Source: an optimization exercise on an open RTL-to-GDS flow (aim: small area, a short achievable clock period and few clock cycles per item). Production flows keep margins and buffers that such runs may drop. Where RTL was checked, it was by simulation tests only, not by an equivalence proof against the original.

Setup of lane 4:
## bpm_pos_calc
module bpm_pos_calc (
    input  logic        clk,
    input  logic        rst,
    input  logic        data_valid,
    input  logic [31:0] A_IN,
    input  logic [31:0] B_IN,
    input  logic [31:0] C_IN,
    input  logic [31:0] D_IN,
    input  logic [15:0] Diameter,
    output logic [24:0] X,
    output logic [24:0] Y,
    output logic [33:0] S,
    output logic [1:0]  err,
    output logic        busy,
    output logic        rdy
);
Size: ~360 flip-flops.
==> flow/config.mk <==
export PLATFORM = sky130hd
export DESIGN_NAME = bpm_pos_calc
export DESIGN_NICKNAME = bpm_pos_calc
export VERILOG_FILES = /design/flow/design.v
export SDC_FILE = /design/flow/constraint.sdc
export NUM_CORES = 4
export LEC_CHECK = 0
export CAP_MARGIN = 20
export CORE_MARGIN = 2
export CORE_UTILIZATION = 40
export SLEW_MARGIN = 20
==> flow/constraint.sdc <==
create_clock -name core_clock -period 13.0 [get_ports {clk}]
set_input_delay 2.6000 -clock core_clock [delete_from_list [all_inputs] [get_ports {clk}]]
set_output_delay 2.6000 -clock core_clock [all_outputs]
set_load 0.01 [all_outputs]
standard.sh (not shown) runs the stock make flow with config.mk's settings and CLKGATE_MAP_FILE= SYNTH_SCRIPT=/design/flow/synth_recipe.tcl, a recipe that flattens the netlist after the stock synthesis.
==> flow/flow/run.sh <==
#!/bin/bash
set -euo pipefail
bash standard.sh SETUP_SLACK_MARGIN=9 finish > standard_make.log 2>&1
Input changes introduced in lane 2 (baseline for comparison: lane 4):
==> flow/flow/run.sh <==
#!/bin/bash
set -euo pipefail
bash standard.sh SETUP_SLACK_MARGIN=7 finish > standard_make.log 2>&1
### Flow results
Total number of cells along the worst setup path: lane 2 vs lane 4 up about 10%
Lane 2 -> lane 4: die area delta 0, exact match
Compared with lane 4, the detailed router inserted fewer vias in lane 2.
No functional check of the RTL was part of any run of this note.

* * *

job 970:
bpm_pos_calc, a different RTL version from the one above (not shown whole).
For scale: about 3,900 cells after synthesis, about 360 flip-flops, roughly 34,000 sq um of cells after synthesis.
export LEC_CHECK = 0
export CAP_MARGIN = 20
export CORE_MARGIN = 2
export CORE_UTILIZATION = 55
export SLEW_MARGIN = 20
create_clock -name core_clock -period 13.0 [get_ports {clk}]
==> flow/flow/run.sh <==
#!/bin/bash
set -euo pipefail
bash standard.sh SETUP_SLACK_MARGIN=8 "CTS_BUF_LIST=sky130_fd_sc_hd__clkbuf_4" CTS_CLUSTER_SIZE=50 "BUFFER_PORTS_ARGS=-buffer_cell sky130_fd_sc_hd__buf_1" finish > standard_make.log 2>&1
Testbench counts of job 970, summed over its fixed seeds: cycles 24,000, items 960.
Modified inputs, job 3097 compared to job 970
# job 970
export LEC_CHECK = 0
export CAP_MARGIN = 20
export CORE_MARGIN = 2
export CORE_UTILIZATION = 55
export SLEW_MARGIN = 20
create_clock -name core_clock -period 13.0 [get_ports {clk}]
# job 3097
export LEC_CHECK = 0
export CAP_MARGIN = 20
export CORE_MARGIN = 2
export CORE_UTILIZATION = 40
export SLEW_MARGIN = 20
create_clock -name core_clock -period 13.0 [get_ports {clk}]
==> flow/flow/run.sh <==
#!/bin/bash
set -euo pipefail
bash standard.sh SETUP_SLACK_MARGIN=8.5 "BUFFER_PORTS_ARGS=-buffer_cell sky130_fd_sc_hd__buf_4" finish > standard_make.log 2>&1
==> notes.md <==
- When job 3097 is measured against job 970, its number of H-tree branching levels turns out 1 lower.
- Between job 3097 and job 970, it is job 3097 whose effective utilization at floorplan is lower, by 15 points.
- Summary of job 3097 over job 970: number of buffers inserted during clock tree synthesis dropped 57%, routed wire length climbed 6700 microns, final area climbed 8.6%.
- For the latest clock arrival within the worst-skew pair, job 3097 came in 0.32 ns lower than job 970 did.
- Summary: clock skew, job 3097 better than job 970
Relative to job 3097, the following input files were edited for job 8040:
==> flow/flow/run.sh <==
#!/bin/bash
set -euo pipefail
bash standard.sh SETUP_SLACK_MARGIN=7 MATCH_CELL_FOOTPRINT=0 "BUFFER_PORTS_ARGS=-buffer_cell sky130_fd_sc_hd__buf_4" finish > standard_make.log 2>&1
--- outcome ---
Per the comparison of job 8040 with job 3097, placer congestion estimate went down; share of the final layout cell area in sequential cells went up; number of gates resized after CTS went down.
NOTE maximum clock frequency job 3097->job 8040 decreased by more than 10%
The met2 track utilization from global routing of job 8040 exceeds that of job 3097 by 0.21 points.
Compared with job 3097, job 8040 shows a lower total length of routed wires.
When job 8040 is measured against job 3097, its final critical-path share of the clock period turns out 6.9 points higher.
Compared to job 3097, job 8040 leaves more free space in the core.
[compare] base=job 3097 new=job 8040: iteration count of the initial detailed-routing pass saw a decrease; number of cell instances on the worst register-to-register path went down by 1.
Job 8040 — finished layout cell area about 6% lower, job 3097 as reference
Modified inputs, job 4193 compared to job 8040
# job 8040
export LEC_CHECK = 0
export CAP_MARGIN = 20
export CORE_MARGIN = 2
export CORE_UTILIZATION = 40
export SLEW_MARGIN = 20
create_clock -name core_clock -period 13.0 [get_ports {clk}]
# job 4193
export LEC_CHECK = 0
export CAP_MARGIN = 20
export CORE_MARGIN = 2
export CORE_UTILIZATION = 60
export SLEW_MARGIN = 20
create_clock -name core_clock -period 13.0 [get_ports {clk}]
==> flow/flow/run.sh <==
#!/bin/bash
set -euo pipefail
bash standard.sh SETUP_SLACK_MARGIN=8 "BUFFER_PORTS_ARGS=-buffer_cell sky130_fd_sc_hd__buf_4" finish > standard_make.log 2>&1
Compared job 4193 against job 8040; synthesized area per cell within noise.
Job 4193 — clock-buffer cell count 4 higher, job 8040 as reference
Routed wire in job 4193 totals less than in job 8040.
Comparing clock network contribution to total cell area for job 4193 and job 8040, the smaller number came from job 4193.
Lower overall fraction of global-route tracks in use among job 4193 and job 8040: job 8040
Going from job 8040 to job 4193, number of clock buffers inserted by TritonCTS shrank by a few percent.
Lower half-perimeter wire length after placement among job 4193 and job 8040: job 4193
What job 9218 does differently from job 4193 at the input level:
# job 4193
export LEC_CHECK = 0
export CAP_MARGIN = 20
export CORE_MARGIN = 2
export CORE_UTILIZATION = 60
export SLEW_MARGIN = 20
create_clock -name core_clock -period 13.0 [get_ports {clk}]
# job 9218
export LEC_CHECK = 0
export CAP_MARGIN = 20
export CORE_MARGIN = 2
export CORE_UTILIZATION = 40
export SLEW_MARGIN = 20
create_clock -name core_clock -period 13.0 [get_ports {clk}]
==> flow/flow/run.sh <==
#!/bin/bash
set -euo pipefail
bash standard.sh SETUP_SLACK_MARGIN=8 "CTS_BUF_LIST=sky130_fd_sc_hd__clkbuf_8 sky130_fd_sc_hd__clkbuf_4" CTS_CLUSTER_SIZE=30 "BUFFER_PORTS_ARGS=-buffer_cell sky130_fd_sc_hd__buf_1" finish > standard_make.log 2>&1
### Flow results
Job 4193 and job 9218 all finish clean. Taking job 4193 as the reference, in job 9218 final cell count up 8.6%, global placement routability congestion now smaller, met1 capacity usage during global routing -15 points. Worst setup slack delta for job 9218 relative to job 4193: 0.063 ns higher. Final area ended up 1.1% lower on job 9218 than on job 4193. Per the comparison of job 9218 with job 4193, met2 global-route usage decreased 16 points, placed instance area has decreased, wire length shows an increase of about 3.6%. Comparing the two runs side by side, job 9218 comes out behind job 4193 on first-pass GRT wire length.
Modified inputs, job 5648 compared to job 9218
# job 9218
export LEC_CHECK = 0
export CAP_MARGIN = 20
export CORE_MARGIN = 2
export CORE_UTILIZATION = 40
export SLEW_MARGIN = 20
create_clock -name core_clock -period 13.0 [get_ports {clk}]
# job 5648
export LEC_CHECK = 0
export CAP_MARGIN = 20
export CORE_MARGIN = 2
export CORE_UTILIZATION = 55
export SLEW_MARGIN = 20
create_clock -name core_clock -period 13.0 [get_ports {clk}]
==> flow/flow/run.sh <==
#!/bin/bash
set -euo pipefail
bash standard.sh SETUP_SLACK_MARGIN=8 "BUFFER_PORTS_ARGS=-buffer_cell sky130_fd_sc_hd__buf_1" finish > standard_make.log 2>&1
## What came out
Compared with job 9218, in job 5648 number of antenna diodes lost 2; maximum clock rate neither gained nor lost much; total track usage picked up an extra 8.1 points; routed wire length lost about 4%; global-route wire length before repair lost 3.0%.
Compared with job 9218, in job 5648 cell count lower, horizontal die dimension down 43 microns.

==> port drivers added, routing unchanged <==
The results above use ideal ports. As a check the final layouts listed here were re-extracted and re-timed, cells and wires unchanged. Step 1 sets driving cells, clkbuf_16 on the clock port and buf_2 on the other inputs (assumed; they add their load-dependent delay and slew). Step 2 also shifts input and output timing later by t, the mid clock arrival at the registers, as if the neighbouring blocks saw the same clock. a / b / c = no drivers / after step 1 / after step 2; a / b = the first two.
| run | t, ns | setup WS [ns] | slew at the worst register clock pin (ns) |
|---|---|---|---|
| lane 4 | 0.649 | 6.683 / 6.683 / 6.683 | 0.07 / 0.07 |
| lane 2 | 0.665 | 6.610 / 6.610 / 6.515 | 0.07 / 0.07 |
| job 970 | 0.943 | 7.999 / 8.041 / 7.099 | 0.08 / 0.08 |
| job 3097 | 0.647 | 8.040 / 8.071 / 7.424 | 0.07 / 0.07 |
| job 8040 | 0.682 | 7.144 / 7.152 / 6.469 | 0.07 / 0.07 |
| job 4193 | 0.662 | 7.959 / 7.991 / 7.329 | 0.06 / 0.06 |
| job 9218 | 0.754 | 8.023 / 8.063 / 7.309 | 0.08 / 0.08 |
| job 5648 | 0.653 | 8.017 / 8.028 / 7.375 | 0.07 / 0.07 |
After both steps setup and hold are still met in every run listed. For job 970, which loses most, drivers alone change the setup slack by +0.042 ns; drivers and shift together by -0.900 ns.
